Background: an optimization exercise with open tools, aiming at small area, a short achievable clock period and few clock cycles. Do not read the settings as production practice.
Power and IR drop assume default switching activity.

main:
==> module lf_o311a, before the edit <==
module lf_o311a (input logic a1, a2, a3, b1, c1, output logic y);
  assign y = (a1 || a2 || a3) && b1 && c1;
endmodule
==> module lf_next, before the edit <==
module lf_next (
  input  logic body,
  input  logic b,
  input  logic tvalid,
  input  logic tready,
  input  logic tlast,
  input  logic hi_n,
  input  logic pre_n,
  input  logic low_zero,
  output logic body_d,
  output logic b_d
);
  logic rv;
  logic esc;
  assign rv  = tready && tvalid;
  assign esc = !(hi_n || pre_n || low_zero);
  assign body_d = body ? (!rv || !tlast || esc) : (!b && rv);
  assign b_d    = body ? (b ? !(rv && esc) : rv) : (b ? !tready : rv);
endmodule
==> module link_framer_top, before the edit <==
module link_framer_top (
  input  logic       aclk,
  input  logic       aresetn,
  input  logic       in_tvalid,
  output logic       in_tready,
  input  logic [7:0] in_tdata,
  input  logic       in_tlast,
  output logic       out_tvalid,
  input  logic       out_tready,
  output logic [7:0] out_tdata,
  output logic       out_tlast
);
  logic body;
  logic b;
  logic body_d;
  logic b_d;
  logic fresh;
  logic at_stop;
  logic at_start;
  lf_decode u_decode (.body(body), .b(b), .fresh(fresh), .at_stop(at_stop), .at_start(at_start));
  logic hi_n;      
  logic esc1_n;    
  logic esc0_n;    
  logic pre_n;     
  logic low_zero;  
  logic keep1_n;   
  logic keep0_n;   
  lf_nand4  u_hi    (.a(in_tdata[6]), .b(in_tdata[5]), .c(in_tdata[4]), .d(in_tdata[3]), .y(hi_n));
  lf_nand4b u_esc1  (.an(in_tdata[7]), .b(in_tdata[2]), .c(in_tdata[0]), .d(fresh), .y(esc1_n));
  lf_nand4b u_esc0  (.an(in_tdata[7]), .b(in_tdata[2]), .c(in_tdata[1]), .d(fresh), .y(esc0_n));
  lf_nand3b u_pre   (.an(in_tdata[7]), .b(in_tdata[2]), .c(fresh), .y(pre_n));
  lf_nor2   u_low   (.a(in_tdata[1]), .b(in_tdata[0]), .y(low_zero));
  lf_a21oi  u_keep1 (.a1(body), .a2(in_tdata[1]), .b1(at_stop), .y(keep1_n));
  lf_a21oi  u_keep0 (.a1(body), .a2(in_tdata[0]), .b1(at_start), .y(keep0_n));
  lf_o21ai  u_out1  (.a1(hi_n), .a2(esc1_n), .b1(keep1_n), .y(out_tdata[1]));
  lf_o21ai  u_out0  (.a1(hi_n), .a2(esc0_n), .b1(keep0_n), .y(out_tdata[0]));
  lf_o311a  u_rdy   (.a1(hi_n), .a2(pre_n), .a3(low_zero), .b1(out_tready), .c1(body), .y(in_tready));
  lf_and2   u_out7  (.a(body), .b(in_tdata[7]), .y(out_tdata[7]));
  for (genvar k = 2; k < 7; k++) begin : g_hi
    lf_or2b u_outk  (.a(in_tdata[k]), .bn(body), .y(out_tdata[k]));
  end
  lf_or2    u_valid (.a(in_tvalid), .b(at_stop), .y(out_tvalid));
  assign out_tlast = at_stop;
  lf_next u_next (
    .body     (body),
    .b        (b),
    .tvalid   (in_tvalid),
    .tready   (out_tready),
    .tlast    (in_tlast),
    .hi_n     (hi_n),
    .pre_n    (pre_n),
    .low_zero (low_zero),
    .body_d   (body_d),
    .b_d      (b_d)
  );
  always_ff @(posedge aclk or negedge aresetn) begin
    if (!aresetn) begin
      body <= 1'b0;
      b    <= 1'b0;
    end else begin
      body <= body_d;
      b    <= b_d;
    end
  end
endmodule
export LEC_CHECK = 0
export CAP_MARGIN = 20
export CORE_AREA = 3 3 61 61
export CTS_BUF_LIST = sky130_fd_sc_hd__clkbuf_1
export DIE_AREA = 0 0 64 64
export SLEW_MARGIN = 20
create_clock -name core_clock -period 4.5 [get_ports {aclk}]
standard.sh (not shown) runs the stock make flow with config.mk's settings and CLKGATE_MAP_FILE= SYNTH_SCRIPT=/design/flow/synth_recipe.tcl, a recipe that flattens the netlist after the stock synthesis.
==> flow/flow/run.sh <==
#!/bin/bash
# The standard layout (the standard.sh) with extra ORFS settings:
# BUFFER_PORTS_ARGS="-buffer_cell sky130_fd_sc_hd__buf_1"
# make's full output goes to standard.log; each ORFS step keeps its own log under orfs/logs.
set -euo pipefail
bash standard.sh BUFFER_PORTS_ARGS="-buffer_cell sky130_fd_sc_hd__buf_1" finish > standard.log 2>&1
main completed every stage of the flow, and the final layout passed the timing, design-rule and antenna checks.
> inputs changed (main -> the feature branch)
==> flow/design.v, changed modules only <==
module lf_a31oi (input logic a1, a2, a3, b1, output logic y);
  assign y = !((a1 && a2 && a3) || b1);
endmodule
module lf_and4 (input logic a, b, c, d, output logic y);
  assign y = a && b && c && d;
endmodule
module lf_and3b (input logic an, b, c, output logic y);
  assign y = !an && b && c;
endmodule
module lf_nand2 (input logic a, b, output logic y);
  assign y = !(a && b);
endmodule
module lf_next (
  input  logic body,
  input  logic b,
  input  logic tvalid,
  input  logic tready,
  input  logic tlast,
  input  logic ready,
  output logic body_d,
  output logic b_d
);
  assign body_d = body ? !(tvalid && tlast && ready) : (!b && tvalid && tready);
  assign b_d    = body ? (b ? (!tvalid || !tready || ready) : (tvalid && tready))
                       : (b ? !tready : (tvalid && tready));
endmodule
module link_framer_top (
  input  logic       aclk,
  input  logic       aresetn,
  input  logic       in_tvalid,
  output logic       in_tready,
  input  logic [7:0] in_tdata,
  input  logic       in_tlast,
  output logic       out_tvalid,
  input  logic       out_tready,
  output logic [7:0] out_tdata,
  output logic       out_tlast
);
  logic body;
  logic b;
  logic body_d;
  logic b_d;
  logic fresh;
  logic at_stop;
  logic at_start;
  lf_decode u_decode (.body(body), .b(b), .fresh(fresh), .at_stop(at_stop), .at_start(at_start));
  logic hi_n;      
  logic esc1_n;    
  logic esc0_n;    
  logic keep1_n;   
  logic keep0_n;   
  lf_nand4  u_hi    (.a(in_tdata[6]), .b(in_tdata[5]), .c(in_tdata[4]), .d(in_tdata[3]), .y(hi_n));
  lf_nand4b u_esc1  (.an(in_tdata[7]), .b(in_tdata[2]), .c(in_tdata[0]), .d(fresh), .y(esc1_n));
  lf_nand4b u_esc0  (.an(in_tdata[7]), .b(in_tdata[2]), .c(in_tdata[1]), .d(fresh), .y(esc0_n));
  lf_a21oi  u_keep1 (.a1(body), .a2(in_tdata[1]), .b1(at_stop), .y(keep1_n));
  lf_a21oi  u_keep0 (.a1(body), .a2(in_tdata[0]), .b1(at_start), .y(keep0_n));
  lf_o21ai  u_out1  (.a1(hi_n), .a2(esc1_n), .b1(keep1_n), .y(out_tdata[1]));
  lf_o21ai  u_out0  (.a1(hi_n), .a2(esc0_n), .b1(keep0_n), .y(out_tdata[0]));
  logic hi;        
  logic pre;       
  logic low_any;   
  logic go_n;      
  lf_and4   u_hip   (.a(in_tdata[6]), .b(in_tdata[5]), .c(in_tdata[4]), .d(in_tdata[3]), .y(hi));
  lf_and3b  u_prep  (.an(in_tdata[7]), .b(in_tdata[2]), .c(fresh), .y(pre));
  lf_or2    u_lowa  (.a(in_tdata[1]), .b(in_tdata[0]), .y(low_any));
  lf_nand2  u_go    (.a(out_tready), .b(body), .y(go_n));
  lf_a31oi  u_rdy   (.a1(hi), .a2(pre), .a3(low_any), .b1(go_n), .y(in_tready));
  lf_and2   u_out7  (.a(body), .b(in_tdata[7]), .y(out_tdata[7]));
  for (genvar k = 2; k < 7; k++) begin : g_hi
    lf_or2b u_outk  (.a(in_tdata[k]), .bn(body), .y(out_tdata[k]));
  end
  lf_or2    u_valid (.a(in_tvalid), .b(at_stop), .y(out_tvalid));
  assign out_tlast = at_stop;
  lf_next u_next (
    .body     (body),
    .b        (b),
    .tvalid   (in_tvalid),
    .tready   (out_tready),
    .tlast    (in_tlast),
    .ready    (in_tready),
    .body_d   (body_d),
    .b_d      (b_d)
  );
  always_ff @(posedge aclk or negedge aresetn) begin
    if (!aresetn) begin
      body <= 1'b0;
      b    <= 1'b0;
    end else begin
      body <= body_d;
      b    <= b_d;
    end
  end
endmodule
// module lf_o311a removed
Findings:
STATUS time the worst path needs with I/O delays and setup: the feature branch loses against main
The feature branch against main; total number of nets in the final design is down slightly.
[the feature branch] achievable frequency fell 0.0028 GHz relative to main
Compared with main, the feature branch shows average wire length per cell after detail routing higher by about 2.5%.
Maximum number of pins on one net before global-route repair: main vs the feature branch identical
Compared with main, the feature branch shows internal power of the cells higher by 0.61%.
Relative to main, post-placement cell count has decreased by about 1% in the feature branch.
No run of this note included a check of the RTL's function; only the layout flow was run.

re-timing with driven ports:
No port has a modelled driver above. Below, the same layouts with a new extraction and two added sets of constraints.
Step 1 assumes that a clkbuf_16 drives the clock port and a buf_2 every other input.
Step 2 also shifts input and output timing later by t, the mid clock arrival at the registers, as if the neighbouring blocks saw the same clock.
Slacks: no drivers / after step 1 / after step 2; pairs: no drivers / after step 1.
| run | t, ns | slack for setup (ns) | worst setup path at the end | worst register clock-pin slew, ns | worst data-port slew with drivers (ns) |
|---|---|---|---|---|---|
| main | 0.210 | 1.915 / 1.893 / 1.893 | input to output | 0.05 / 0.05 | 0.04 |
| the feature branch | 0.224 | 1.896 / 1.876 / 1.876 | input to output | 0.05 / 0.05 | 0.03 |
After both steps every run listed still meets setup and hold. The setup slack of main, which loses most, moves by -0.022 ns with the drivers and by -0.022 ns with both steps.
